This is an optimization exercise on Yosys and OpenROAD, whose aim is small area and a short achievable clock period, not a production implementation. Where RTL was checked, it was by simulation tests only, not by an equivalence proof against the original. No activity file was given, so power comes from the tool's default toggle rates.

Setup of north:
## sid_synth_top
module sid_synth_top #(
    parameter  int NUM_VOICES = 4,
    parameter  int SAMPLE_DIV = 256,
    localparam int MIX_W      = synth_pkg::REG_W + 2
) (
    input  wire logic             clk,
    input  wire logic             rst_n,
    input  wire logic             spi_clk,
    input  wire logic             spi_cs_n,
    input  wire logic             spi_mosi,
    output logic      [MIX_W-1:0] sample,
    output logic                  sample_valid
);
    logic [NUM_VOICES-1:0][15:0] freq;
    logic [NUM_VOICES-1:0][7:0]  pw, attack, sustain, level;
    logic [NUM_VOICES-1:0][3:0]  wave, wave_n;
    logic                        is254, step_en, at_tick, pass2, freq_busy;
    spi_voice_regs #(
        .NUM_VOICES (NUM_VOICES)
    ) u_regs (
        .clk      (clk),
        .rst_n    (rst_n),
        .spi_clk  (spi_clk),
        .spi_cs_n (spi_cs_n),
        .spi_mosi (spi_mosi),
        .freq_busy(freq_busy),
        .freq     (freq),
        .pw       (pw),
        .attack   (attack),
        .sustain  (sustain),
        .wave     (wave),
        .wave_n   (wave_n)
    );
    for (genvar v = 0; v < NUM_VOICES; v++) begin : g_voice
        sid_voice u_voice (
            .clk     (clk),
            .rst_n   (rst_n),
            .is254   (is254),
  ...
Size: roughly 3000 cells after synthesis, about 430 flip-flops, ~16 I/O pins, about 29000 sq um of cells after synthesis.
Settings: LEC_CHECK=0, CAP_MARGIN=20, CORE_MARGIN=2, CORE_UTILIZATION=40, CTS_CLUSTER_DIAMETER=90, CTS_CLUSTER_SIZE=25, SETUP_SLACK_MARGIN=3.0, SLEW_MARGIN=20; clock period 7.0 ns.
run.sh (not shown) runs the stock make flow with config.mk's settings and CLKGATE_MAP_FILE= SYNTH_SCRIPT=/design/flow/synth_recipe.tcl, a recipe that flattens the netlist after the stock synthesis.
Input changes introduced in south (baseline for comparison: north):
diff --git a/flow/design.v b/flow/design.v
--- a/flow/design.v
+++ b/flow/design.v
@@ -33,24 +33,24 @@
 ) (
     input  wire logic                         clk,
     input  wire logic                         rst_n,
     input  wire logic                         spi_clk,
     input  wire logic                         spi_cs_n,
     input  wire logic                         spi_mosi,
     input  wire logic                         freq_busy,
     output logic [NUM_VOICES-1:0][15:0]       freq,
+    output logic [NUM_VOICES-1:0][15:0]       freq_n,
     output logic [NUM_VOICES-1:0][7:0]        pw,
     output logic [NUM_VOICES-1:0][7:0]        attack,
     output logic [NUM_VOICES-1:0][7:0]        sustain,
     output logic [NUM_VOICES-1:0][3:0]        wave,      
     output logic [NUM_VOICES-1:0][3:0]        wave_n
 );
     logic sclk_s1, sclk_s2, cs_n_s1, mosi_s1;
-    logic [NUM_VOICES-1:0][15:0] freq_n;
     always_ff @(posedge clk or negedge rst_n) begin
         if (!rst_n) begin
             sclk_s1 <= 1'b0;
             sclk_s2 <= 1'b0;
             cs_n_s1 <= 1'b1;
             mosi_s1 <= 1'b0;
         end else begin
             sclk_s1 <= spi_clk;
@@ -133,48 +133,50 @@
 module sid_voice (
     input  wire logic        clk,
     input  wire logic        rst_n,
     input  wire logic        is254,
     input  wire logic        step_en,
     input  wire logic        at_tick,
     input  wire logic        pass2,
     input  wire logic [15:0] freq,
+    input  wire logic [15:0] freq_n,
     input  wire logic [7:0]  pw,
     input  wire logic [7:0]  attack,
     input  wire logic [7:0]  sustain,
     input  wire logic [3:0]  wave,
     input  wire logic [3:0]  wave_n,
     output logic      [7:0]  m
 );
     localparam logic [2:0] S_IDLE = 3'd0, S_ATK = 3'd1, S_DEC = 3'd2,
                            S_SUS = 3'd3, S_REL = 3'd4;
     logic [15:0] acc;    
     logic [7:0]  p;      
     logic        ca;     
     logic        cb;     
     logic        c16;    
-    logic [16:0] acc_sum;
+    logic [16:0] acc_sum_n;
     logic [8:0]  sa, sb, sc;
     logic [8:0]  p_inc;
     logic [7:0]  p_step;
-    assign acc_sum   = {1'b0, acc} + {1'b0, freq};
-    assign c16       = acc_sum[16] & step_en;
+    assign acc_sum_n = {1'b0, acc} + {1'b0, freq_n};
     assign sa        = synth_pkg::add8({2'b0, acc[5:0]},   {2'b0, freq[5:0]   & {6{step_en}}}, 1'b0);
     assign sb        = synth_pkg::add8({3'b0, acc[10:6]},  {3'b0, freq[10:6]  & {5{at_tick}}}, ca);
     assign sc        = synth_pkg::add8({3'b0, acc[15:11]}, {3'b0, freq[15:11] & {5{pass2}}},   cb);
     assign p_inc     = synth_pkg::inc8(p, 1'b1);
     assign p_step    = c16 ? p_inc[7:0] : p;
     always_ff @(posedge clk or negedge rst_n) begin
         if (!rst_n) begin
             acc <= '0;
             p   <= '0;
             ca  <= 1'b0;
             cb  <= 1'b0;
+            c16 <= 1'b0;
         end else begin
+            c16         <= acc_sum_n[16] & is254;
             ca          <= sa[6] & step_en;
             cb          <= sb[5] & at_tick;
             acc[5:0]    <= sa[5:0];
             acc[10:6]   <= sb[4:0];
             acc[15:11]  <= sc[4:0];
             p           <= p_step;
         end
     end
@@ -332,45 +334,47 @@
     input  wire logic             clk,
     input  wire logic             rst_n,
     input  wire logic             spi_clk,
     input  wire logic             spi_cs_n,
     input  wire logic             spi_mosi,
     output logic      [MIX_W-1:0] sample,
     output logic                  sample_valid
 );
-    logic [NUM_VOICES-1:0][15:0] freq;
+    logic [NUM_VOICES-1:0][15:0] freq, freq_n;
     logic [NUM_VOICES-1:0][7:0]  pw, attack, sustain, level;
     logic [NUM_VOICES-1:0][3:0]  wave, wave_n;
     logic                        is254, step_en, at_tick, pass2, freq_busy;
     spi_voice_regs #(
         .NUM_VOICES (NUM_VOICES)
     ) u_regs (
         .clk      (clk),
         .rst_n    (rst_n),
         .spi_clk  (spi_clk),
         .spi_cs_n (spi_cs_n),
         .spi_mosi (spi_mosi),
         .freq_busy(freq_busy),
         .freq     (freq),
+        .freq_n   (freq_n),
         .pw       (pw),
         .attack   (attack),
         .sustain  (sustain),
         .wave     (wave),
         .wave_n   (wave_n)
     );
     for (genvar v = 0; v < NUM_VOICES; v++) begin : g_voice
         sid_voice u_voice (
             .clk     (clk),
             .rst_n   (rst_n),
             .is254   (is254),
             .step_en (step_en),
             .at_tick (at_tick),
             .pass2   (pass2),
             .freq    (freq[v]),
+            .freq_n  (freq_n[v]),
             .pw      (pw[v]),
             .attack  (attack[v]),
             .sustain (sustain[v]),
             .wave    (wave[v]),
             .wave_n  (wave_n[v]),
             .m       (level[v])
         );
     end
Results
Every stage of the flow completed for south, and the final layout passed the timing, design-rule and antenna checks. north completed; timing, DRC and antenna clean. Overall die width came out lower on south than on north. For global-route wire length before repair, north and south come out practically identical. Sequential share of layout area up 0.79 points in south wrt north. The fraction of synthesized cell area in xor and xnor cells was comparable across north and south. Changes observed in south relative to north: portion of total power attributed to the clock network went down 1.1 points; data required time of the critical path held; highest clock rate went up 1.3%. south vs north: combinational power down. Cell with the biggest individual delay on the critical path: sky130_fd_sc_hd__dfrtp_1 -> south, sky130_fd_sc_hd__fa_1 -> north. Count of state elements after synthesis went up slightly going from north to south.
Function not checked in north: the RTL went through the layout flow alone.

## afterwards: timing with drivers on the ports
The flow's constraints put no driver on any port. The routed layouts listed below were extracted and timed again, unchanged, in two steps.
Step 1 sets driving cells, clkbuf_16 on the clock port and buf_2 on the other inputs (assumed; they add their load-dependent delay and slew).
Step 2 times the ports against the registers' clock, not the clock port: input delays grow and output delays shrink by t, the midpoint of the rising clock arrivals with the driver on.
Three values: no drivers, after step 1, after step 2; two values: the first two.
| run | shift t [ns] | setup WS [ns] | hold WS [ns] | slew at the worst register clock pin (ns) | worst data-port slew with drivers (ns) |
|---|---|---|---|---|---|
| north | 0.659 | 3.125 / 3.125 / 3.125 | 0.360 / 0.360 / 0.360 | 0.11 / 0.11 | 0.05 |
| south | 0.633 | 3.176 / 3.176 / 3.176 | 0.400 / 0.400 / 0.400 | 0.11 / 0.11 | 0.06 |
After both steps every run listed still meets setup and hold.
